From an optimization exercise on the open Yosys and OpenROAD flow, aimed at small area; shortcuts taken in it are not production practice. RTL that was checked went through simulation tests only; none was proved equivalent to the original. The RTL of run 1 was laid out without a check of its function. Power is estimated from default activity; no workload was simulated.

File: flow/design.v
package regfile_pkg;
  localparam int DEF_WIDTH = 32;
  localparam int DEF_DEPTH = 32;
  localparam int DEF_NRD   = 2;
endpackage
module regfile_clr_seq
#(
  parameter int   DEPTH = regfile_pkg::DEF_DEPTH,
  localparam int  AW    = $clog2(DEPTH)
) (
  input  logic          clk,
  input  logic          rst_n,
  input  logic          clr_i,
  output logic          busy_o,
  output logic [AW-1:0] sweep_addr_o
);
  logic          busy_q;
  logic [AW-1:0] cnt_q;
  always_ff @(posedge clk or negedge rst_n) begin
    if (!rst_n) begin
      busy_q <= 1'b0;
      cnt_q  <= '0;
    end else if (busy_q) begin
      cnt_q <= cnt_q + AW'(1);
      if (cnt_q == AW'(DEPTH - 1)) busy_q <= 1'b0;
    end else if (clr_i) begin
      busy_q <= 1'b1;
    end
  end
  assign busy_o       = busy_q;
  assign sweep_addr_o = cnt_q;
endmodule
module reg_file_mp
#(
  parameter int  WIDTH   = regfile_pkg::DEF_WIDTH,
  parameter int  DEPTH   = regfile_pkg::DEF_DEPTH,
  parameter int  NRD     = regfile_pkg::DEF_NRD,
  localparam int AW      = $clog2(DEPTH)
) (
  input  logic                 CLK,
  input  logic                 RST_N,
  input  logic                 WE,
  input  logic [AW-1:0]        Rw,
  input  logic [WIDTH-1:0]     busW,
  input  logic [NRD*AW-1:0]    Ra,
  output logic [NRD*WIDTH-1:0] busR,
  input  logic                 ISSUE,
  input  logic [AW-1:0]        Rd,
  output logic [DEPTH-1:0]     PEND,
  input  logic                 CLR,
  output logic                 BUSY
);
  localparam int NSRC = DEPTH;
  localparam int NGRP = (NSRC + 2) / 3;
  logic [WIDTH-1:0] data_q [1:DEPTH-1];
  logic [WIDTH-1:0] data_d [1:DEPTH-1];
  logic [DEPTH-1:1] vld_q;
  logic [DEPTH-1:1] pend_q;
  logic [AW-1:0]    sweep_addr;
  logic             wr_act;
  logic             byp_act;
  logic [DEPTH-1:1] wr_hit;
  logic [DEPTH-1:1] wr_hold;
  logic [DEPTH-1:1] iss_hit;
  logic [DEPTH-1:1] clr_hit;
  regfile_clr_seq #(.DEPTH(DEPTH)) u_clr_seq (
    .clk          (CLK),
    .rst_n        (RST_N),
    .clr_i        (CLR),
    .busy_o       (BUSY),
    .sweep_addr_o (sweep_addr)
  );
  assign wr_act  = WE && !BUSY;
  assign byp_act = wr_act && RST_N;
  for (genvar i = 1; i < DEPTH; i++) begin : g_dec
    assign wr_hit[i]  = wr_act && (Rw == AW'(i));
    assign wr_hold[i] = !wr_hit[i];
    assign iss_hit[i] = ISSUE && !BUSY && (Rd == AW'(i));
    assign clr_hit[i] = BUSY && (sweep_addr == AW'(i));
  end
  for (genvar i = 1; i < DEPTH; i++) begin : g_reg
    for (genvar b = 0; b < WIDTH; b++) begin : g_bit
      regfile_ao22 u_ld (
        .a1 (busW[b]),      .a2 (wr_hit[i]),
        .b1 (data_q[i][b]), .b2 (wr_hold[i]),
        .y  (data_d[i][b])
      );
    end
    always_ff @(posedge CLK) begin
      data_q[i] <= data_d[i];
    end
    always_ff @(posedge CLK or negedge RST_N) begin
      if (!RST_N)          vld_q[i] <= 1'b0;
      else if (clr_hit[i]) vld_q[i] <= 1'b0;
      else if (wr_hit[i])  vld_q[i] <= 1'b1;
    end
    always_ff @(posedge CLK or negedge RST_N) begin
      if (!RST_N)          pend_q[i] <= 1'b0;
      else if (clr_hit[i]) pend_q[i] <= 1'b0;
      else if (iss_hit[i]) pend_q[i] <= 1'b1;
      else if (wr_hit[i])  pend_q[i] <= 1'b0;
    end
  end
  for (genvar k = 0; k < NRD; k++) begin : g_rd
    logic [AW-1:0]         addr;
    logic                  sel_w;
    logic [3*NGRP-1:0]     sel;
    logic [WIDTH-1:0]      src [3*NGRP];
    logic [NGRP-1:0]       grp_n [WIDTH];
    assign addr  = Ra[k*AW +: AW];
    assign sel_w = byp_act && (addr != '0) && (Rw == addr);
    assign sel[0] = sel_w;
    assign src[0] = busW;
    for (genvar i = 1; i < 3*NGRP; i++) begin : g_sel
      if (i < DEPTH) begin : g_r
        assign sel[i] = !sel_w && vld_q[i] && (addr == AW'(i));
        assign src[i] = data_q[i];
      end else begin : g_z
        assign sel[i] = 1'b0;
        assign src[i] = '0;
      end
    end
    for (genvar b = 0; b < WIDTH; b++) begin : g_bit
      for (genvar g = 0; g < NGRP; g++) begin : g_grp
        if (3*g + 2 < NSRC) begin : g_3
          regfile_aoi222 u_g (
            .a1 (src[3*g][b]),   .a2 (sel[3*g]),
            .b1 (src[3*g+1][b]), .b2 (sel[3*g+1]),
            .c1 (src[3*g+2][b]), .c2 (sel[3*g+2]),
            .y  (grp_n[b][g])
          );
        end else begin : g_2
          regfile_aoi22 u_g (
            .a1 (src[3*g][b]),   .a2 (sel[3*g]),
            .b1 (src[3*g+1][b]), .b2 (sel[3*g+1]),
            .y  (grp_n[b][g])
          );
        end
      end
      regfile_nand_n #(.N(NGRP)) u_or (
        .a (grp_n[b]),
        .y (busR[k*WIDTH + b])
      );
    end
  end
  assign PEND = {pend_q, 1'b0};
endmodule
module regfile_ao22 (
  input  logic a1, a2, b1, b2,
  output logic y
);
  assign y = (a1 & a2) | (b1 & b2);
endmodule
module regfile_aoi22 (
  input  logic a1, a2, b1, b2,
  output logic y
);
  assign y = !((a1 & a2) | (b1 & b2));
endmodule
module regfile_aoi222 (
  input  logic a1, a2, b1, b2, c1, c2,
  output logic y
);
  assign y = !((a1 & a2) | (b1 & b2) | (c1 & c2));
endmodule
module regfile_nand_n #(
  parameter int N = 2
) (
  input  logic [N-1:0] a,
  output logic         y
);
  assign y = !(&a);
endmodule
File: flow/run.sh
#!/bin/bash
# synth_recipe.tcl (not shown) runs the flow's synth.tcl, then flattens the netlist and writes it again
# the make line also repeats each setting of config.mk as NAME=value (left out here)
make -C /OpenROAD-flow-scripts/flow DESIGN_CONFIG=/design/flow/config.mk WORK_HOME=/design/flow/orfs CLKGATE_MAP_FILE= SYNTH_SCRIPT=/design/flow/synth_recipe.tcl finish
File: flow/config.mk
export PLATFORM = sky130hd
export DESIGN_NAME = reg_file_mp
export DESIGN_NICKNAME = reg_file_mp
export VERILOG_FILES = /design/flow/design.v
export SDC_FILE = /design/flow/constraint.sdc
export NUM_CORES = 4
export LEC_CHECK = 0
export CAP_MARGIN = 20
export CORE_MARGIN = 2
export CORE_UTILIZATION = 30
export PLACE_DENSITY = 0.5
export SLEW_MARGIN = 20
export SYNTH_HIERARCHICAL = 1
File: flow/constraint.sdc
create_clock -name core_clock -period 7.0 [get_ports {CLK}]
set_input_delay 1.4000 -clock core_clock [delete_from_list [all_inputs] [get_ports {CLK}]]
set_output_delay 1.4000 -clock core_clock [all_outputs]
set_load 0.01 [all_outputs]
==> results.sh, run 1 <==
export IMPL_drt_initial_drc_count=9035
export IMPL_hold_viol_final=0
export IMPL_worst_setup_path_type="in2out"
export IMPL_dieWidth_um=377
export IMPL_cpMostUsedCell="clkdlybuf4s50_1"
export IMPL_post_route_min_period_ns=6.89
export IMPL_leakage_uw=0.0188
export IMPL_yosysSeqAreaShare_pct=51.7
export IMPL_crit_chain="clkdlybuf4s50_1 > xor2_1 > nor4_4 > buf_12 > a21oi_4 > buf_4 > a222oi_1 > nand4_1 > or3_1 > clkdlybuf4s50_1"
export IMPL_seq_power_share_pct=48.9
export IMPL_clk_pin_slew_worst_paths_ns=0.06
export IMPL_ant_nets=0
export IMPL_maxSlewHeadroom_pct=13.7
export IMPL_clockRootBuffer="clkbuf_16"
export IMPL_drv_cap=0
export IMPL_worst_r2r_path_depth=5
export IMPL_cpMaxStageDelayCell="clkdlybuf4s50_1"
export IMPL_worstPathRequired_ns=5.60
export IMPL_drtPass1Iterations=13
export IMPL_grt_use_total_pct=28.6
export IMPL_drv_slew=0
export IMPL_rsz0062_at_grt="false"
export IMPL_drc=0
export IMPL_timing_setup_tns_ns=0
export IMPL_syn_to_final_growth_pct=24.5
export IMPL_finClkSkew_ns=0.0304
export IMPL_rows=136
export IMPL_p_per_area_mw_per_mm2=286
export IMPL_nets=3934
export IMPL_ys_seq_elements=1060
export IMPL_synth_xor_area_share_pct=0.273
export IMPL_arrival_ns=5.49
export IMPL_finalPower_uw=14800
export IMPL_status="timing/DRC/antenna clean"
export IMPL_synth_edff_count=0
export IMPL_cp_top_family="buffers and inverters"
export IMPL_synth_adder_area_share_pct=0.0600
export IMPL_netSwitchingPower_uw=3840
export IMPL_vias_per_cell=7.23
export IMPL_setup_viol=0
export IMPL_numCtsBuffers=112
export IMPL_slowest_delay_ns=0.62
export IMPL_yosys_area_share_simple_pct=6.94
export IMPL_synth_cell_types=53
export IMPL_post_place_ws_ns=0.229
export IMPL_wire_per_inst_um=37.0
export IMPL_yosys_area_top_type="dfxtp_1"
export IMPL_hold_class="reg2reg"
export IMPL_p_sw_share_pct=25.9
export IMPL_post_cts_setup_buffers=0
export IMPL_path_depth=10
export IMPL_dp_hpwl_mm=131
export IMPL_grt_pass1_vias=39200
export IMPL_postCtsHoldBufs=0
export IMPL_fin_ws_ns=0.113
export IMPL_synth_flop_cell="dfxtp_1"
export IMPL_synth_top_area_share_pct=47.6
export IMPL_ios=154
export IMPL_synth_area_top_cells="dfxtp_1 (48%), a22o_1 (21%), a222oi_1 (15%)"
export IMPL_wl_mm=213
export IMPL_synth_top_family_by_area="compound AO/OA/AOI/OAI gates"
export IMPL_syn_num_nets=3504
export IMPL_muxShareOfSynthArea_pct=0.0959
export IMPL_layout_drive_gt1_share_pct=14.8
export IMPL_power_frac_comb_pct=8.3
export IMPL_synth_area_per_cell_sq_um=12.1
export IMPL_antenna_found_initial=4
export IMPL_critPathLaunchType="primary input"
export IMPL_fill_cells=13200
export IMPL_p_int_uw=11000
export IMPL_p_clk_share_pct=42.7
export IMPL_worst_pin_slew_ns=1.29
export IMPL_path_max_fanout=26
export IMPL_grt_max_degree=69
export IMPL_coreArea_sq_mm=0.138
export IMPL_min_period_over_period_pct=98.4
export IMPL_placed_area_sq_mm=0.0480
export IMPL_syn_cell_area_sq_mm=0.0417
export IMPL_cp_buffers_inverters=4
export IMPL_synthCells=3445
export IMPL_clk_latency_ns=0.75
export IMPL_start_util_pct=30.3
export IMPL_post_cts_resized=0
export IMPL_htree_levels=3
export IMPL_clock_path_buffers=3
export IMPL_routabilityCongestion=0.896
export IMPL_max_freq_mhz=145
export IMPL_synthArstFlopShare_pct=6.42
export IMPL_yosys_warnings=17
export IMPL_worst_ir_drop_vdd_mv=0.197
export IMPL_fp_dieH_um=377
export IMPL_vias=41700
export IMPL_gr_total_overflow=0
export IMPL_synth_compound_area_share_pct=40.2
export IMPL_end_kind="output pin"
export IMPL_holdPathStages=1
export IMPL_die_area_sq_mm=0.142
export IMPL_final_cell_area_sq_mm=0.0520
export IMPL_cts_tree="built"
export IMPL_port_buffer_count=152
export IMPL_clkSinkCount=1060
export IMPL_grt_pass1_wl_mm=298
==> registers in the layout (all words and copies together), names as in the netlist <==
register,count
pend_q,31
data_q,992
vld_q,31
u_clr_seq.busy_q,1
u_clr_seq.cnt_q,5
==> Yosys stat by module (local to each module, per instance), excerpt <==
module,flip-flops and latches,copies in the design,cells inside,cell area (sq um)
regfile_aoi22,0,64,1,12.5
regfile_aoi222,0,640,1,10.0
reg_file_mp,1054,1,1474,24000
regfile_ao22,0,992,1,8.76
==> metal layers <==
layer  wire, um  global-route usage (%)  part of all wire, %  up-vias
li1           -                       -                    -    16800
met1      87500                    40.1                   41    20900
met2      88200                    40.8                   41     3449
met3      26100                    6.68                   12      517
met4      11500                    14.1                  5.4        0
met5          0                       0                    0        -
==> cell usage after synthesis (3+ instances only) <==
cell type  number
o21a_1         31
a22oi_2        64
nor3_1          3
dfxtp_1       992
xor2_1         11
or3_1          64
a32o_1         31
buf_2          17
a222oi_1      640
a22o_1        992
nand4_1       164
and4bb_2        4
nand2_1        50
a21oi_1        60
buf_1          10
nor4_2          3
inv_1          18
nand4bb_1       3
inv_2          14
nor2_1         18
and4b_1         7
dfrtp_1        68
nand3_1        72
nand4b_1       26
clkbuf_1       14
nor4b_1         3
and2_1          7
nor2b_1        21
==> power by group through the flow <==
stage | logic, uW | registers, uW | clock network [uW]
2_1_floorplan | 710 | 7210 | 0
3_3_place_gp | 1190 | 7360 | 0
3_5_place_dp | 1220 | 7350 | 0
4_1_cts | 1220 | 7240 | 6400
5_1_grt | 1320 | 7330 | 6630
6_report | 1240 | 7270 | 6340
==> worst reg2reg max path, cell delays in order (launching register included) <==
cell and delay (ns):
dfrtp_1 0.40, buf_4 0.23, and3b_1 0.69, nand2_2 0.82, inv_2 1.16, a22o_1 0.35
==> kinds of logic after synthesis <==
family	Yosys count
mux	3
simple gates	468
other cells	1
buf+inv	77
fa+ha+maj	2
flops	1060
compound gates	1821
xor+xnor	13
==> per-stage QoR <==
stage | hold slack [ns] | std cells | utilization, %
final | 0.499 | 5762 | 37.7
after global placement | 0.477 | 5553 | 34.8
after detailed placement | 0.480 | 5553 | 34.8
after global routing | 0.511 | 5758 | 37.7
after floorplan | 0.463 | 3445 | -
after CTS | 0.500 | 5756 | 37.6
==> final timing paths <==
check / start / end / slack (ns)
max reg2reg: u_clr_seq.busy_q / data_q[30][10] / 3.31
max in group asynchronous: RST_N / vld_q[27] / 5.42
min in group asynchronous: RST_N / pend_q[19] / 0.95
max: Ra[6] / busR[57] / 0.11
min: data_q[12][21] / data_q[12][21] / 0.50
min reg2reg: data_q[12][21] / data_q[12][21] / 0.50
==> cell type report <==
class / count / area [sq um] / share of cell area (%)
inverter: 32 / 120 / 0.231
timing repair buffer: 361 / 3450 / 6.64
multi-input combinational: 2308 / 20700 / 39.8
clock buffer: 160 / 3320 / 6.38
sequential: 1060 / 21600 / 41.5
antenna: 4 / 10.0 / 0.0193
clock inverter: 43 / 556 / 1.07
tap: 1794 / 2240 / 4.32
==> cells in the final DEF (no fill, tap or decap), drive strengths merged, types with 11 or more instances in the layout <==
cell             n
a22oi           64
dfrtp           68
nand4b          26
clkbuf         160
a21oi           60
clkinv          32
o21a            31
clkdlybuf4s50  151
xor2            11
bufinv          11
nor2b           21
nand4          165
or3             64
a222oi         640
a22o           992
nor2            21
inv             28
nand2           50
a32o            31
dfxtp          992
buf            210
nand3           72
==> run 2: changes to the inputs <==
--- a/flow/design.v
+++ b/flow/design.v
@@ -52,4 +52,4 @@
 );
-  localparam int NSRC = DEPTH;
-  localparam int NGRP = (NSRC + 2) / 3;
+  localparam int NSRC  = DEPTH;
+  localparam int NGRP  = 10;
   logic [WIDTH-1:0] data_q [1:DEPTH-1];
@@ -106,4 +106,4 @@
     logic                  sel_w;
-    logic [3*NGRP-1:0]     sel;
-    logic [WIDTH-1:0]      src [3*NGRP];
+    logic [NSRC-1:0]       sel;
+    logic [WIDTH-1:0]      src [NSRC];
     logic [NGRP-1:0]       grp_n [WIDTH];
@@ -113,10 +113,5 @@
     assign src[0] = busW;
-    for (genvar i = 1; i < 3*NGRP; i++) begin : g_sel
-      if (i < DEPTH) begin : g_r
-        assign sel[i] = !sel_w && vld_q[i] && (addr == AW'(i));
-        assign src[i] = data_q[i];
-      end else begin : g_z
-        assign sel[i] = 1'b0;
-        assign src[i] = '0;
-      end
+    for (genvar i = 1; i < NSRC; i++) begin : g_sel
+      assign sel[i] = wr_hold[i] && vld_q[i] && (addr == AW'(i));
+      assign src[i] = data_q[i];
     end
@@ -124,21 +119,21 @@
       for (genvar g = 0; g < NGRP; g++) begin : g_grp
-        if (3*g + 2 < NSRC) begin : g_3
-          regfile_aoi222 u_g (
-            .a1 (src[3*g][b]),   .a2 (sel[3*g]),
-            .b1 (src[3*g+1][b]), .b2 (sel[3*g+1]),
-            .c1 (src[3*g+2][b]), .c2 (sel[3*g+2]),
-            .y  (grp_n[b][g])
-          );
-        end else begin : g_2
-          regfile_aoi22 u_g (
-            .a1 (src[3*g][b]),   .a2 (sel[3*g]),
-            .b1 (src[3*g+1][b]), .b2 (sel[3*g+1]),
-            .y  (grp_n[b][g])
-          );
-        end
+        regfile_aoi222 u_g (
+          .a1 (src[3*g][b]),   .a2 (sel[3*g]),
+          .b1 (src[3*g+1][b]), .b2 (sel[3*g+1]),
+          .c1 (src[3*g+2][b]), .c2 (sel[3*g+2]),
+          .y  (grp_n[b][g])
+        );
       end
-      regfile_nand_n #(.N(NGRP)) u_or (
-        .a (grp_n[b]),
-        .y (busR[k*WIDTH + b])
+      logic [2:0] part;
+      regfile_nand4 u_p0 (.a (grp_n[b][3:0]), .y (part[0]));
+      regfile_nand4 u_p1 (.a (grp_n[b][7:4]), .y (part[1]));
+      regfile_nand2 u_p2 (.a (grp_n[b][9:8]), .y (part[2]));
+      logic tail;
+      regfile_ao221 u_t (
+        .a1 (src[30][b]), .a2 (sel[30]),
+        .b1 (src[31][b]), .b2 (sel[31]),
+        .c1 (part[2]),
+        .y  (tail)
       );
+      regfile_or3 u_or (.a ({tail, part[1:0]}), .y (busR[k*WIDTH + b]));
     end
@@ -153,8 +148,2 @@
 endmodule
-module regfile_aoi22 (
-  input  logic a1, a2, b1, b2,
-  output logic y
-);
-  assign y = !((a1 & a2) | (b1 & b2));
-endmodule
 module regfile_aoi222 (
@@ -165,7 +154,5 @@
 endmodule
-module regfile_nand_n #(
-  parameter int N = 2
-) (
-  input  logic [N-1:0] a,
-  output logic         y
+module regfile_nand4 (
+  input  logic [3:0] a,
+  output logic       y
 );
@@ -173 +160,19 @@
 endmodule
+module regfile_nand2 (
+  input  logic [1:0] a,
+  output logic       y
+);
+  assign y = !(&a);
+endmodule
+module regfile_ao221 (
+  input  logic a1, a2, b1, b2, c1,
+  output logic y
+);
+  assign y = (a1 & a2) | (b1 & b2) | c1;
+endmodule
+module regfile_or3 (
+  input  logic [2:0] a,
+  output logic       y
+);
+  assign y = |a;
+endmodule
==> flow/flow/run.sh (new file) <==
#!/bin/bash
# The standard layout, with the port buffers made from the smallest buffer
# cell instead of the resizer's default choice.
set -euo pipefail
export BUFFER_PORTS_ARGS="-buffer_cell sky130_fd_sc_hd__buf_1"
bash standard.sh finish > standard.log 2>&1
==> flow/standard.sh (new file) <==
#!/bin/bash
# synth_recipe.tcl (not shown) runs the flow's synth.tcl, then flattens the netlist and writes it again
# the make line also repeats each setting of config.mk as NAME=value (left out here)
make -C /OpenROAD-flow-scripts/flow DESIGN_CONFIG=/design/flow/config.mk WORK_HOME=/design/flow/orfs CLKGATE_MAP_FILE= SYNTH_SCRIPT=/design/flow/synth_recipe.tcl "${@:-finish}"
--- a/flow/config.mk
+++ b/flow/config.mk
@@ -8,5 +8,9 @@
 export CAP_MARGIN = 20
+export CELL_PAD_IN_SITES_DETAIL_PLACEMENT = 1
+export CELL_PAD_IN_SITES_GLOBAL_PLACEMENT = 1
 export CORE_MARGIN = 2
-export CORE_UTILIZATION = 30
-export PLACE_DENSITY = 0.5
+export CORE_UTILIZATION = 35
+export CTS_CLUSTER_DIAMETER = 100
+export CTS_CLUSTER_SIZE = 25
+export PLACE_DENSITY = 0.55
 export SLEW_MARGIN = 20
removed: flow/run.sh
==> results.sh, run 2 <==
export IMPL_path_max_fanout=32
export IMPL_arrival_ns=5.24
export IMPL_routabilityCongestion=0.915
export IMPL_cpMostUsedCell="buf_1"
export IMPL_clockRootBuffer="clkbuf_16"
export IMPL_vias_per_cell=8.01
export IMPL_antenna_found_initial=18
export IMPL_timing_setup_tns_ns=0
export IMPL_synth_area_per_cell_sq_um=12.1
export IMPL_synthCells=3398
export IMPL_drc=0
export IMPL_synth_cell_types=51
export IMPL_rows=125
export IMPL_worst_setup_path_type="in2out"
export IMPL_grt_use_total_pct=38.2
export IMPL_nets=3821
export IMPL_p_int_uw=8610
export IMPL_drv_cap=0
export IMPL_hold_viol_final=0
export IMPL_drt_initial_drc_count=8261
export IMPL_dp_hpwl_mm=145
export IMPL_worst_ir_drop_vdd_mv=0.193
export IMPL_vias=42500
export IMPL_finalPower_uw=12000
export IMPL_synthArstFlopShare_pct=6.42
export IMPL_cts_tree="built"
export IMPL_yosys_warnings=17
export IMPL_syn_num_nets=3457
export IMPL_postCtsHoldBufs=0
export IMPL_ys_seq_elements=1060
export IMPL_fp_dieH_um=347
export IMPL_clk_latency_ns=0.71
export IMPL_ios=154
export IMPL_p_clk_share_pct=29.6
export IMPL_cp_top_family="simple AND/OR/NAND/NOR gates"
export IMPL_start_util_pct=35.4
export IMPL_clock_path_buffers=3
export IMPL_hold_class="reg2reg"
export IMPL_end_kind="output pin"
export IMPL_rsz0062_at_grt="false"
export IMPL_post_cts_resized=0
export IMPL_largest_reg_flops=992
export IMPL_port_buffer_count=152
export IMPL_seq_power_share_pct=60.6
export IMPL_status="timing/DRC/antenna clean"
export IMPL_clkSinkCount=1060
export IMPL_grt_pass1_vias=42900
export IMPL_crit_chain="buf_1 > nor4bb_1 > nand2_2 > and4_1 > buf_4 > a222oi_1 > nand4_1 > or3_1 > buf_1"
export IMPL_final_cell_area_sq_mm=0.0469
export IMPL_fin_ws_ns=0.364
export IMPL_die_area_sq_mm=0.121
export IMPL_drtPass1Iterations=10
export IMPL_top_regs="data_q: 992 flops, pend_q: 31 flops, vld_q: 31 flops"
export IMPL_htree_levels=2
export IMPL_syn_to_final_growth_pct=13.7
export IMPL_worstPathRequired_ns=5.60
export IMPL_power_frac_comb_pct=9.8
export IMPL_drv_slew=0
export IMPL_dieWidth_um=347
export IMPL_yosysSeqAreaShare_pct=52.3
export IMPL_post_cts_setup_buffers=0
export IMPL_maxSlewHeadroom_pct=18.6
export IMPL_p_sw_share_pct=28.1
export IMPL_fin_util_pct=40.2
export IMPL_grt_pass1_wl_mm=334
export IMPL_synth_flop_cell="dfxtp_1"
export IMPL_regToRegSetupSlack_ns=3.26
export IMPL_syn_cell_area_sq_mm=0.0412
export IMPL_numCtsBuffers=50
export IMPL_synth_edff_count=0
export IMPL_cpMaxStageDelayCell="nor4bb_1"
export IMPL_gr_total_overflow=0
export IMPL_synth_top_area_share_pct=48.2
export IMPL_grt_max_degree=55
export IMPL_wl_mm=241
export IMPL_post_place_ws_ns=0.501
export IMPL_synth_area_top_cells="dfxtp_1 (48%), a22o_1 (21%), a222oi_1 (16%)"
export IMPL_worst_pin_slew_ns=1.21
export IMPL_min_period_over_period_pct=94.8
export IMPL_yosys_area_top_type="dfxtp_1"
export IMPL_cp_buffers_inverters=3
export IMPL_coreArea_sq_mm=0.117
export IMPL_fill_cells=12400
export IMPL_leakage_uw=0.0174
export IMPL_p_per_area_mw_per_mm2=256
export IMPL_setup_viol=0
export IMPL_placed_area_sq_mm=0.0454
export IMPL_slowest_delay_ns=0.89
export IMPL_finClkSkew_ns=0.0225
export IMPL_clk_pin_slew_worst_paths_ns=0.11
export IMPL_max_freq_mhz=151
export IMPL_mostFrequentLayoutCells="a22o_1 (992), dfxtp_1 (992), a222oi_1 (640), buf_4 (184), nand4_1 (135)"
export IMPL_netSwitchingPower_uw=3370
export IMPL_synth_common_cells="a22o_1 (992), dfxtp_1 (992), a222oi_1 (640)"
export IMPL_ant_nets=0
export IMPL_regMostFlops="data_q"
export IMPL_layout_drive_gt1_share_pct=9.95
export IMPL_wire_per_inst_um=45.4
export IMPL_critPathLaunchType="primary input"
export IMPL_post_route_min_period_ns=6.64
==> run 2: changes by cell type in the layout (fill, tap and decap cells not counted), sizes merged, moves of 22 or more <==
cell,delta
clkbuf,-69
nand3,-59
a221o,+64
clkdlybuf4s50,-151
buf,+96
a21oi,-60
nand2,+66
nand4,-29
nor3,+26
nand4b,-22
a22oi,-64
==> run 2: cell families after synthesis <==
| kind of cell | synth area share, % |
|---|---|
| XOR/XNOR | 0.234 |
| multiplexers | 0.0971 |
| other | 0.00909 |
| buffers and inverters | 0.692 |
| AND/OR/NAND/NOR | 6.96 |
| flip-flops | 52.3 |
| adder cells (fa/ha/maj) | 0.0607 |
| AO/OA/AOI/OAI | 39.7 |
==> run 2: worst register-to-register path: cells and delay by family, from the launching register on <==
kind / cells / cell delay [ns]
AO/OA/AOI/OAI: 1 / 0.31
buffers and inverters: 4 / 2.54
flip-flops: 1 / 0.55
AND/OR/NAND/NOR: 2 / 0.23
==> run 2: power by group through the flow <==
| stage | registers (uW) | clock network, uW | logic, uW |
|---|---|---|---|
| 2_1_floorplan | 7200 | 0 | 710 |
| 3_3_place_gp | 7300 | 0 | 1110 |
| 3_5_place_dp | 7350 | 0 | 1160 |
| 4_1_cts | 7230 | 3570 | 1170 |
| 5_1_grt | 7330 | 3780 | 1250 |
| 6_report | 7260 | 3550 | 1180 |
==> run 2: final timing paths <==
| path | start | end | depth (start not counted) |
|---|---|---|---|
| min in group asynchronous | RST_N | pend_q[5] | 1 |
| worst max-delay path | Rw[0] | busR[27] | 9 |
| max in group asynchronous | RST_N | pend_q[18] | 2 |
| worst min register to register | vld_q[21] | vld_q[21] | 1 |
| worst max register to register | u_clr_seq.busy_q | data_q[20][10] | 7 |
| worst min-delay path | vld_q[21] | vld_q[21] | 1 |
==> run 2: final cells by class <==
class                      count  area [sq um]  share of cell area [%]
inverter                      37           139                   0.296
multi-input combinational   2274         19800                    42.2
tap                         1524          1910                    4.07
sequential                  1060         21600                    46.0
clock inverter                 9          82.6                   0.176
antenna                        8          20.0                  0.0427
clock buffer                  58          1330                    2.84
timing repair buffer         339          2060                    4.39
==> run 2: per-stage QoR <==
stage	hold WS (ns)	cells
after floorplan	0.458	3398
after global placement	0.469	5234
after detailed placement	0.477	5234
after CTS	0.501	5301
after global routing	0.511	5305
final	0.501	5309
==> run 2: per-module statistics from Yosys (local to each module, per instance), a selection <==
module,times used,area (sq um)
reg_file_mp,1,23800
regfile_ao22,992,8.76
regfile_nand4,128,6.26
regfile_ao221,64,10.0
regfile_or3,64,6.26
regfile_aoi222,640,10.0
regfile_nand2,64,3.75
==> run 2: layer usage <==
layer / part of all wire (%) / wire length [um] / global-route usage, %
met1: 39 / 94200 / 49.4
met2: 42 / 101000 / 55.9
met3: 12 / 28400 / 10.3
met4: 7.0 / 16800 / 24.8
met5: 0.036 / 87 / 0.0400
==> run 3: changes to the inputs <==
==> flow/flow/run.sh (replaced) <==
#!/bin/bash
# The standard layout, with two changes:
# - the port buffers are made from the smallest buffer cell instead of the
#   resizer's default choice;
# - clock tree synthesis inserts no dummy loads (the clock tree's skew is
#   not critical at this period).
set -euo pipefail
export BUFFER_PORTS_ARGS="-buffer_cell sky130_fd_sc_hd__buf_1"
export CTS_ARGS="-sink_clustering_enable -repair_clock_nets -dont_use_dummy_load -sink_clustering_size 25 -sink_clustering_max_diameter 100"
bash standard.sh finish > standard.log 2>&1
==> results.sh, run 3 <==
export IMPL_status="timing/DRC/antenna clean"
export IMPL_post_place_ws_ns=0.501
export IMPL_largest_reg_flops=992
export IMPL_yosys_warnings=17
export IMPL_gr_total_overflow=0
export IMPL_hold_class="reg2reg"
export IMPL_grt_use_total_pct=38.2
export IMPL_coreArea_sq_mm=0.117
export IMPL_drv_slew=0
export IMPL_worstPathRequired_ns=5.60
export IMPL_synth_compound_area_share_pct=39.7
export IMPL_layout_drive_gt1_share_pct=9.65
export IMPL_wire_per_inst_um=45.5
export IMPL_drc=0
export IMPL_fp_dieH_um=347
export IMPL_grt_pass1_wl_mm=334
export IMPL_holdWs_ns=0.497
export IMPL_yosys_area_share_simple_pct=6.96
export IMPL_worst_setup_path_type="in2out"
export IMPL_grt_pass1_vias=42900
export IMPL_post_cts_setup_buffers=0
export IMPL_end_kind="output pin"
export IMPL_leakage_uw=0.0173
export IMPL_finClkSkew_ns=0.0556
export IMPL_ios=154
export IMPL_drt_initial_drc_count=8188
export IMPL_finalPower_uw=11800
export IMPL_vias=42400
export IMPL_synth_flop_cell="dfxtp_1"
export IMPL_clk_latency_ns=0.72
export IMPL_synth_xor_area_share_pct=0.234
export IMPL_antenna_found_initial=17
export IMPL_maxSlewHeadroom_pct=18.4
export IMPL_synth_common_cells="a22o_1 (992), dfxtp_1 (992), a222oi_1 (640)"
export IMPL_synthArstFlopShare_pct=6.42
export IMPL_clkSinkCount=1060
export IMPL_power_frac_comb_pct=10.0
export IMPL_die_area_sq_mm=0.121
export IMPL_seq_power_share_pct=61.5
export IMPL_p_clk_share_pct=28.6
export IMPL_hold_viol_final=0
export IMPL_post_route_min_period_ns=6.66
export IMPL_rsz0062_at_grt="false"
export IMPL_synth_area_per_cell_sq_um=12.1
export IMPL_postCtsHoldBufs=0
export IMPL_netSwitchingPower_uw=3290
export IMPL_arrival_ns=5.26
export IMPL_worst_ir_drop_vdd_mv=0.198
export IMPL_synth_adder_area_share_pct=0.0607
export IMPL_regMostFlops="data_q"
export IMPL_syn_num_nets=3457
export IMPL_muxShareOfSynthArea_pct=0.0971
export IMPL_ys_seq_elements=1060
export IMPL_yosys_area_top_type="dfxtp_1"
export IMPL_cts_tree="built"
export IMPL_fin_util_pct=40.1
export IMPL_worst_pin_slew_ns=1.22
export IMPL_clockRootBuffer="clkbuf_16"
export IMPL_post_cts_resized=0
export IMPL_finalNonFillerCells=5290
export IMPL_fin_ws_ns=0.337
export IMPL_setup_viol=0
export IMPL_synth_top_area_share_pct=48.2
export IMPL_max_freq_mhz=150
export IMPL_numCtsBuffers=50
export IMPL_ant_nets=0
export IMPL_placed_cells=5234
export IMPL_port_buffer_count=152
export IMPL_syn_cell_area_sq_mm=0.0412
export IMPL_clk_pin_slew_worst_paths_ns=0.08
export IMPL_routabilityCongestion=0.915
export IMPL_synthCells=3398
export IMPL_start_util_pct=35.4
export IMPL_rows=125
export IMPL_synth_edff_count=0
export IMPL_wl_mm=241
export IMPL_p_int_uw=8510
export IMPL_syn_to_final_growth_pct=13.3
export IMPL_p_sw_share_pct=27.9
export IMPL_dieWidth_um=347
export IMPL_mostFrequentLayoutCells="a22o_1 (992), dfxtp_1 (992), a222oi_1 (640), buf_4 (184), nand4_1 (135)"
export IMPL_p_per_area_mw_per_mm2=253
export IMPL_synth_area_top_cells="dfxtp_1 (48%), a22o_1 (21%), a222oi_1 (16%)"
export IMPL_synth_cell_types=51
export IMPL_top_regs="data_q: 992 flops, pend_q: 31 flops, vld_q: 31 flops"
export IMPL_htree_levels=2
export IMPL_min_period_over_period_pct=95.2
export IMPL_clock_path_buffers=3
export IMPL_vias_per_cell=8.01
export IMPL_synth_top_family_by_area="compound AO/OA/AOI/OAI gates"
export IMPL_dp_hpwl_mm=145
export IMPL_grt_max_degree=55
export IMPL_yosysSeqAreaShare_pct=52.3
export IMPL_drv_cap=0
export IMPL_path_max_fanout=32
export IMPL_nets=3821
export IMPL_drtPass1Iterations=13
export IMPL_critPathLaunchType="primary input"
==> run 3: cell types whose count changed in the layout (fill, tap and decap cells not counted), sizes merged <==
cell / before / now
diode: 8 / 6
clkbuf: 91 / 83
clkinv: 11 / 8
inv: 35 / 29
==> run 3: path summary, 6_finish.rpt <==
check | depth (start not counted) | from | slack [ns] | endpoint
min | 1 | vld_q[15] | 0.50 | vld_q[15]
max | 9 | Rw[0] | 0.34 | busR[41]
min reg2reg | 1 | vld_q[15] | 0.50 | vld_q[15]
max in group asynchronous | 2 | RST_N | 5.28 | pend_q[29]
min in group asynchronous | 1 | RST_N | 0.62 | pend_q[2]
max reg2reg | 7 | u_clr_seq.busy_q | 3.26 | data_q[20][10]
==> run 3: logic make-up after synthesis <==
logic type	Yosys count
compound gates	1772
xor+xnor	11
fa+ha+maj	2
buf+inv	64
flops	1060
mux	3
other cells	1
simple gates	485
==> run 3: Yosys stat by module, one instance, submodules excluded, excerpt <==
module          flops+latches  cell area [sq um]
regfile_nand4               0               6.26
regfile_nand2               0               3.75
regfile_ao22                0               8.76
regfile_or3                 0               6.26
regfile_ao221               0               10.0
reg_file_mp              1054              23800
regfile_aoi222              0               10.0
==> run 3: cell type report <==
class	count	area (sq um)
Timing Repair Buffer	339	2060
Multi-Input combinational cell	2274	19800
Tap cell	1524	1910
Inverter	37	139
Sequential cell	1060	21600
Clock buffer	50	1250
Fill cell	12400	69800
Antenna cell	6	15.0
==> run 3: stage by stage <==
stage	cell area, sq um	setup TNS (ns)
after CTS	46700	0
after detailed placement	45400	0
final	46700	0
after floorplan	41300	-14.22
after global routing	46700	0
after global placement	45400	0
==> run 3: power by group through the flow <==
stage	clock network [uW]	registers [uW]	logic, uW
final	3370	7260	1180
after global routing	3600	7330	1250
after CTS	3400	7230	1160
after detailed placement	0	7350	1160
after global placement	0	7300	1110
after floorplan	0	7200	710
==> run 3: worst max-delay path, stage by stage <==
cell and delay, ns:
buf_1 0.43, nor4bb_1 0.88, nand2_2 0.17, and4_1 0.24, buf_4 0.32, a222oi_1 0.44
nand4_1 0.63, or3_1 0.57, buf_1 0.14
==> run 3: layer usage <==
metal  vias to the layer above  track usage, %  share of wire, %
li1                      16400               -                 -
met4                        14            25.0               7.0
met2                      3276            55.9                42
met1                     22000            49.3                39
met3                       765            10.4                11
met5                         -          0.0400             0.057
==> run 4: changes to the inputs <==
==> flow/flow/run.sh (replaced) <==
#!/bin/bash
# The standard layout, with three changes:
# - the port buffers are made from the smallest buffer cell instead of the
#   resizer's default choice;
# - clock tree synthesis inserts no dummy loads (the clock tree's skew is
#   not critical at this period);
# - after global routing, gates on paths with positive slack are downsized
#   (ORFS's power recovery), which also recovers cell area.
set -euo pipefail
export BUFFER_PORTS_ARGS="-buffer_cell sky130_fd_sc_hd__buf_1"
export CTS_ARGS="-sink_clustering_enable -repair_clock_nets -dont_use_dummy_load -sink_clustering_size 25 -sink_clustering_max_diameter 100"
export RECOVER_POWER=100
bash standard.sh finish > standard.log 2>&1
==> results.sh, run 4 <==
export IMPL_htree_levels=2
export IMPL_synth_top_area_share_pct=48.2
export IMPL_grt_max_degree=55
export IMPL_grt_pass1_vias=42900
export IMPL_hp_start="vld_q[15]"
export IMPL_synth_area_per_cell_sq_um=12.1
export IMPL_worstPathRequired_ns=7.57
export IMPL_rows=125
export IMPL_cp_top_family="buffers and inverters"
export IMPL_clkSinkCount=1060
export IMPL_syn_num_nets=3457
export IMPL_path_max_fanout=33
export IMPL_arrival_ns=7.73
export IMPL_post_cts_setup_buffers=0
export IMPL_vias=42200
export IMPL_clock_path_buffers=3
export IMPL_post_route_min_period_ns=7.16
export IMPL_cpMostUsedCell="clkbuf_1"
export IMPL_hold_end="vld_q[15]"
export IMPL_drv_cap=41
export IMPL_timing_rr_end="data_q[20][24]"
export IMPL_worst_ir_drop_vdd_mv=0.193
export IMPL_cts_tree="built"
export IMPL_synthArstFlopShare_pct=6.42
export IMPL_dp_hpwl_mm=145
export IMPL_final_cell_area_sq_mm=0.0464
export IMPL_finClkSkew_ns=0.0448
export IMPL_cpMaxStageDelayCell="clkbuf_1"
export IMPL_nets=3821
export IMPL_syn_cell_area_sq_mm=0.0412
export IMPL_routabilityCongestion=0.915
export IMPL_gr_total_overflow=0
export IMPL_hold_class="reg2reg"
export IMPL_yosysSeqAreaShare_pct=52.3
export IMPL_r2r_start="u_clr_seq.busy_q"
export IMPL_clk_pin_slew_worst_paths_ns=0.10
export IMPL_worst_pin_slew_ns=4.23
export IMPL_ys_seq_elements=1060
export IMPL_top_regs="data_q: 992 flops, pend_q: 31 flops, vld_q: 31 flops"
export IMPL_cp_buffers_inverters=5
export IMPL_placed_area_sq_mm=0.0454
export IMPL_crit_chain="clkbuf_1 > nor3b_1 > clkbuf_1 > nand2_2 > clkbuf_1 > clkinv_1 > buf_2 > a22o_1"
export IMPL_ios=154
export IMPL_maxSlewHeadroom_pct=-182
export IMPL_synthCells=3398
export IMPL_p_per_area_mw_per_mm2=254
export IMPL_post_place_ws_ns=0.501
export IMPL_start_util_pct=35.4
export IMPL_worst_r2r_path_depth=7
export IMPL_path_depth=8
export IMPL_grt_use_total_pct=38.2
export IMPL_regToRegSetupSlack_ns=0.28
export IMPL_port_buffer_count=152
export IMPL_dieWidth_um=347
export IMPL_mostFrequentLayoutCells="a22o_1 (992), dfxtp_1 (992), a222oi_1 (640), nand4_1 (135), buf_4 (123)"
export IMPL_vias_per_cell=7.97
export IMPL_antenna_found_initial=16
export IMPL_yosys_warnings=17
export IMPL_clk_latency_ns=0.71
export IMPL_synth_edff_count=0
export IMPL_hold_viol_final=0
export IMPL_holdPathStages=1
export IMPL_syn_to_final_growth_pct=12.5
export IMPL_placed_cells=5234
export IMPL_finalNonFillerCells=5291
export IMPL_worst_setup_path_type="in2reg"
export IMPL_wire_per_inst_um=45.5
export IMPL_post_cts_resized=0
export IMPL_fp_dieH_um=347
export IMPL_setup_viol=49
export IMPL_drtPass1Iterations=15
export IMPL_postCtsHoldBufs=0
export IMPL_rsz0062_at_grt="false"
export IMPL_status="failed layout checks"
export IMPL_die_area_sq_mm=0.121
export IMPL_timing_setup_tns_ns=-3.18
export IMPL_numCtsBuffers=50
export IMPL_synth_flop_cell="dfxtp_1"
export IMPL_synth_common_cells="a22o_1 (992), dfxtp_1 (992), a222oi_1 (640)"
export IMPL_clockRootBuffer="clkbuf_16"
export IMPL_ant_nets=0
export IMPL_wl_mm=240
export IMPL_fin_ws_ns=-0.159
export IMPL_end_kind="flip-flop"
export IMPL_largest_reg_flops=992
export IMPL_min_period_over_period_pct=102
export IMPL_so_faults="max-capacitance violations, max-slew violations, negative setup slack"
export IMPL_regMostFlops="data_q"
export IMPL_slowest_delay_ns=2.29
export IMPL_finalPower_uw=11800
export IMPL_yosys_area_top_type="dfxtp_1"
export IMPL_leakage_uw=0.0171
export IMPL_drt_initial_drc_count=7972
export IMPL_critPathLaunchType="primary input"
export IMPL_synth_area_top_cells="dfxtp_1 (48%), a22o_1 (21%), a222oi_1 (16%)"
export IMPL_max_freq_mhz=140
export IMPL_drc=0
export IMPL_layout_drive_gt1_share_pct=7.66
export IMPL_synth_cell_types=51
export IMPL_drv_slew=1200
export IMPL_grt_pass1_wl_mm=334
export IMPL_coreArea_sq_mm=0.117
run 4: worst register-to-register path, cell delays in order (launching register included):
cell and delay [ns]:
dfrtp_1 0.54, nor3b_1 0.10, clkbuf_1 0.32, nand2_2 0.23, clkbuf_1 2.29, clkinv_1 2.03, buf_2 0.75, a22o_1 0.36
run 4: where the power goes:
part,internal [uW],total (uW),switching (uW)
clock,1280,3370,2090
combinational,542,1160,619
sequential,6680,7260,579
total,8500,11800,3290
run 4: worst max-delay path by stage:
| stage | slack [ns] | endpoint | startpoint |
|---|---|---|---|
| global route | 0.18 | busR[59] | Rw[0] |
| finish | -0.16 | data_q[20][24] | Rw[1] |
| detailed placement | 0.50 | busR[43] | Rw[0] |
| global placement | 0.42 | busR[31] | Rw[4] |
| CTS | 0.49 | busR[43] | Rw[0] |
| floorplan | -0.22 | busR[0] | Rw[1] |
run 4: cells by family after synthesis:
kind of cell	Yosys count	share of synthesized area, %
DFF	1060	52.3
AOI/OAI and AO/OA	1772	39.7
adders and majority gates	2	0.0607
muxes	3	0.0971
and+or+nand+nor	485	6.96
other	1	0.00909
xor gates and xnor gates	11	0.234
buffers and inverters	64	0.692
run 4: stage by stage:
stage,util (%),hold WS (ns)
2_1_floorplan,-,0.458
3_3_place_gp,39.0,0.469
3_5_place_dp,39.0,0.477
4_1_cts,40.1,0.499
5_1_grt,39.8,0.507
6_report,39.8,0.498
run 4: layout make-up:
| type | instances | area, sq um |
|---|---|---|
| sequential | 1060 | 21600 |
| fill | 12400 | 70100 |
| timing repair buffer | 339 | 1810 |
| antenna | 7 | 17.5 |
| multi-input combinational | 2274 | 19700 |
| clock buffer | 50 | 1250 |
| tap | 1524 | 1910 |
| inverter | 37 | 139 |
run 4: per-module statistics from Yosys, one instance, submodules excluded, a selection:
module	cells inside	copies in the design	area (sq um)	flip-flops and latches
regfile_aoi222	1	640	10.0	0
regfile_nand4	1	128	6.26	0
regfile_or3	1	64	6.26	0
reg_file_mp	1427	1	23800	1054
regfile_ao22	1	992	8.76	0
regfile_nand2	1	64	3.75	0
regfile_ao221	1	64	10.0	0
run 4: layer usage:
layer | GRT usage, % | share of wire (%) | wire length, um | up-vias
li1 | - | - | - | 16400
met1 | 49.3 | 39 | 93100 | 21800
met2 | 55.9 | 42 | 101000 | 3266
met3 | 10.4 | 12 | 29000 | 785
met4 | 25.0 | 7.3 | 17600 | 16
met5 | 0.0400 | 0.047 | 113 | -
==> run 5: changes to the inputs <==
==> flow/flow/run.sh (replaced) <==
#!/bin/bash
# The standard layout, with two changes:
# - the port buffers are made from the smallest buffer cell instead of the
#   resizer's default choice;
# - clock tree synthesis inserts no dummy loads (the clock tree's skew is
#   not critical at this period).
set -euo pipefail
export BUFFER_PORTS_ARGS="-buffer_cell sky130_fd_sc_hd__buf_1"
export CTS_ARGS="-sink_clustering_enable -repair_clock_nets -dont_use_dummy_load -sink_clustering_size 30 -sink_clustering_max_diameter 100"
bash standard.sh finish > standard.log 2>&1
--- a/flow/config.mk
+++ b/flow/config.mk
@@ -13,3 +13,3 @@
 export CTS_CLUSTER_DIAMETER = 100
-export CTS_CLUSTER_SIZE = 25
+export CTS_CLUSTER_SIZE = 30
 export PLACE_DENSITY = 0.55
==> results.sh, run 5 <==
export IMPL_slowest_delay_ns=0.89
export IMPL_fin_util_pct=40.0
export IMPL_layout_drive_gt1_share_pct=9.53
export IMPL_placed_area_sq_mm=0.0454
export IMPL_htree_levels=2
export IMPL_die_area_sq_mm=0.121
export IMPL_dieWidth_um=347
export IMPL_worst_ir_drop_vdd_mv=0.188
export IMPL_critPathLaunchType="primary input"
export IMPL_clock_path_buffers=3
export IMPL_drv_slew=0
export IMPL_grt_use_total_pct=38.2
export IMPL_largest_reg_flops=992
export IMPL_synth_common_cells="a22o_1 (992), dfxtp_1 (992), a222oi_1 (640)"
export IMPL_drtPass1Iterations=13
export IMPL_post_cts_resized=0
export IMPL_post_place_ws_ns=0.501
export IMPL_drv_cap=0
export IMPL_fin_ws_ns=0.343
export IMPL_max_freq_mhz=150
export IMPL_synth_area_per_cell_sq_um=12.1
export IMPL_yosysSeqAreaShare_pct=52.3
export IMPL_hold_viol_final=0
export IMPL_clkSinkCount=1060
export IMPL_hold_class="reg2reg"
export IMPL_regToRegSetupSlack_ns=3.24
export IMPL_grt_pass1_wl_mm=333
export IMPL_cts_tree="built"
export IMPL_timing_rr_end="data_q[20][10]"
export IMPL_syn_cell_area_sq_mm=0.0412
export IMPL_wire_per_inst_um=45.4
export IMPL_setup_viol=0
export IMPL_worst_r2r_path_depth=7
export IMPL_min_period_over_period_pct=95.1
export IMPL_cpMaxStageDelayCell="nor4bb_1"
export IMPL_end_kind="output pin"
export IMPL_ant_nets=0
export IMPL_synth_edff_count=0
export IMPL_synth_top_area_share_pct=48.2
export IMPL_finClkSkew_ns=0.0785
export IMPL_ys_seq_elements=1060
export IMPL_cp_top_family="simple AND/OR/NAND/NOR gates"
export IMPL_synthArstFlopShare_pct=6.42
export IMPL_vias=42400
export IMPL_nets=3816
export IMPL_clk_latency_ns=0.71
export IMPL_routabilityCongestion=0.915
export IMPL_synthCells=3398
export IMPL_port_buffer_count=152
export IMPL_worstPathRequired_ns=5.60
export IMPL_holdPathStages=1
export IMPL_cp_buffers_inverters=3
export IMPL_start_util_pct=35.4
export IMPL_r2r_start="u_clr_seq.busy_q"
export IMPL_synth_flop_cell="dfxtp_1"
export IMPL_holdWs_ns=0.501
export IMPL_synth_cell_types=51
export IMPL_post_cts_setup_buffers=0
export IMPL_drc=0
export IMPL_status="timing/DRC/antenna clean"
export IMPL_hold_end="vld_q[15]"
export IMPL_p_per_area_mw_per_mm2=250
export IMPL_mostFrequentLayoutCells="a22o_1 (992), dfxtp_1 (992), a222oi_1 (640), buf_4 (184), nand4_1 (135)"
export IMPL_wl_mm=240
export IMPL_top_regs="data_q: 992 flops, pend_q: 31 flops, vld_q: 31 flops"
export IMPL_grt_pass1_vias=42700
export IMPL_numCtsBuffers=45
export IMPL_rows=125
export IMPL_coreArea_sq_mm=0.117
export IMPL_rsz0062_at_grt="false"
export IMPL_final_cell_area_sq_mm=0.0466
export IMPL_syn_num_nets=3457
export IMPL_drt_initial_drc_count=7992
export IMPL_clockRootBuffer="clkbuf_16"
export IMPL_maxSlewHeadroom_pct=23.3
export IMPL_leakage_uw=0.0173
export IMPL_path_max_fanout=32
export IMPL_post_route_min_period_ns=6.66
export IMPL_antenna_found_initial=18
export IMPL_regMostFlops="data_q"
export IMPL_synth_area_top_cells="dfxtp_1 (48%), a22o_1 (21%), a222oi_1 (16%)"
export IMPL_fp_dieH_um=347
export IMPL_vias_per_cell=8.00
export IMPL_postCtsHoldBufs=0
export IMPL_crit_chain="buf_1 > nor4bb_1 > nand2_2 > and4_1 > buf_4 > a222oi_1 > nand4_1 > or3_1 > buf_1"
export IMPL_worst_setup_path_type="in2out"
export IMPL_ios=154
export IMPL_hp_start="vld_q[15]"
export IMPL_finalPower_uw=11600
export IMPL_crit_path_start="Rw[0]"
export IMPL_gr_total_overflow=0
export IMPL_grt_max_degree=55
export IMPL_syn_to_final_growth_pct=13.0
export IMPL_dp_hpwl_mm=145
export IMPL_cpMostUsedCell="buf_1"
export IMPL_worst_pin_slew_ns=1.15
export IMPL_yosys_warnings=17
export IMPL_yosys_area_top_type="dfxtp_1"
export IMPL_arrival_ns=5.26
export IMPL_clk_pin_slew_worst_paths_ns=0.08
run 5: final cells by class:
class / count / area, sq um
fill: 12400 / 69900
timing repair buffer: 339 / 2060
clock buffer: 45 / 1130
tap: 1524 / 1910
multi-input combinational: 2274 / 19800
inverter: 37 / 139
antenna: 12 / 30.0
sequential: 1060 / 21600
run 5: report_power, final:
group	total, uW	internal, uW	switching, uW	leakage [uW]
clock	3200	1160	2040	0.000555
combinational	1180	555	621	0.00775
sequential	7260	6680	580	0.00895
run 5: modules after synthesis, one instance, submodules excluded, a selection:
module,cell area [sq um],times used,cells
regfile_ao22,8.76,992,1
regfile_ao221,10.0,64,1
regfile_or3,6.26,64,1
regfile_aoi222,10.0,640,1
reg_file_mp,23800,1,1427
regfile_nand4,6.26,128,1
regfile_nand2,3.75,64,1
run 5: cells by family (layout without fill, tap and decap cells):
logic type,Yosys count,after routing,synth area share (%)
AO/OA/AOI/OAI,1772,1772,39.7
flip-flops,1060,1060,52.3
AND/OR/NAND/NOR,485,485,6.96
buffers and inverters,64,421,0.692
XOR/XNOR,11,11,0.234
multiplexers,3,3,0.0971
adder cells (fa/ha/maj),2,2,0.0607
other,1,13,0.00909
run 5: stage by stage:
stage	cells	setup TNS [ns]
finish	5291	0
detailed placement	5234	0
CTS	5279	0
floorplan	3398	-14.22
global placement	5234	0
global route	5283	0
run 5: worst reg2reg max path: stages (launching register included):
cell and delay, ns:
dfrtp_1 0.57, nor3b_2 0.08, buf_4 0.21, nand2_2 0.15, buf_4 0.62, clkinv_1 1.10
buf_4 0.61, a22o_1 0.32
run 5: worst max path at each step:
stage	end	slack, ns	cells after the start
after floorplan	busR[0]	-0.22	8
after global placement	busR[31]	0.42	9
after detailed placement	busR[43]	0.50	9
after CTS	busR[43]	0.49	9
after global routing	busR[9]	0.35	9
final	busR[11]	0.34	9
run 5: metal layers:
| layer | global-route usage (%) | wire length (um) | up-vias |
|---|---|---|---|
| li1 | - | - | 16400 |
| met1 | 49.4 | 94900 | 21900 |
| met2 | 55.6 | 101000 | 3311 |
| met3 | 10.3 | 27400 | 748 |
| met4 | 25.1 | 17400 | 14 |
| met5 | 0.0400 | 85 | - |

==> afterwards: timing with drivers on the ports <==
The flow's constraints put no driver on any port. The routed layouts listed below were extracted and timed again, unchanged, in two steps.
Step 1 assumes that a clkbuf_16 drives the clock port and a buf_2 every other input.
Step 2 moves the port delays by t, midway between the first and last clock arrival at a register: inputs arrive t later, outputs are due t later. That takes back most of the time a late clock gives input paths.
Three values: ideal ports, drivers, drivers and shift; two values: the first two.
| run | t (ns) | slack for setup (ns) | worst data-port slew with drivers (ns) |
|---|---|---|---|
| run 1 | 0.805 | 0.113 / 0.088 / 0.088 | 0.06 |
| run 2 | 0.779 | 0.364 / 0.341 / 0.341 | 0.13 |
| run 3 | 0.768 | 0.337 / 0.314 / 0.314 | 0.13 |
| run 4 | 0.766 | -0.159 / -0.107 / -0.873 | 0.12 |
| run 5 | 0.752 | 0.343 / 0.319 / 0.319 | 0.13 |
The setup slack of run 4, which loses most, moves by +0.052 ns with the drivers and by -0.714 ns with both steps.
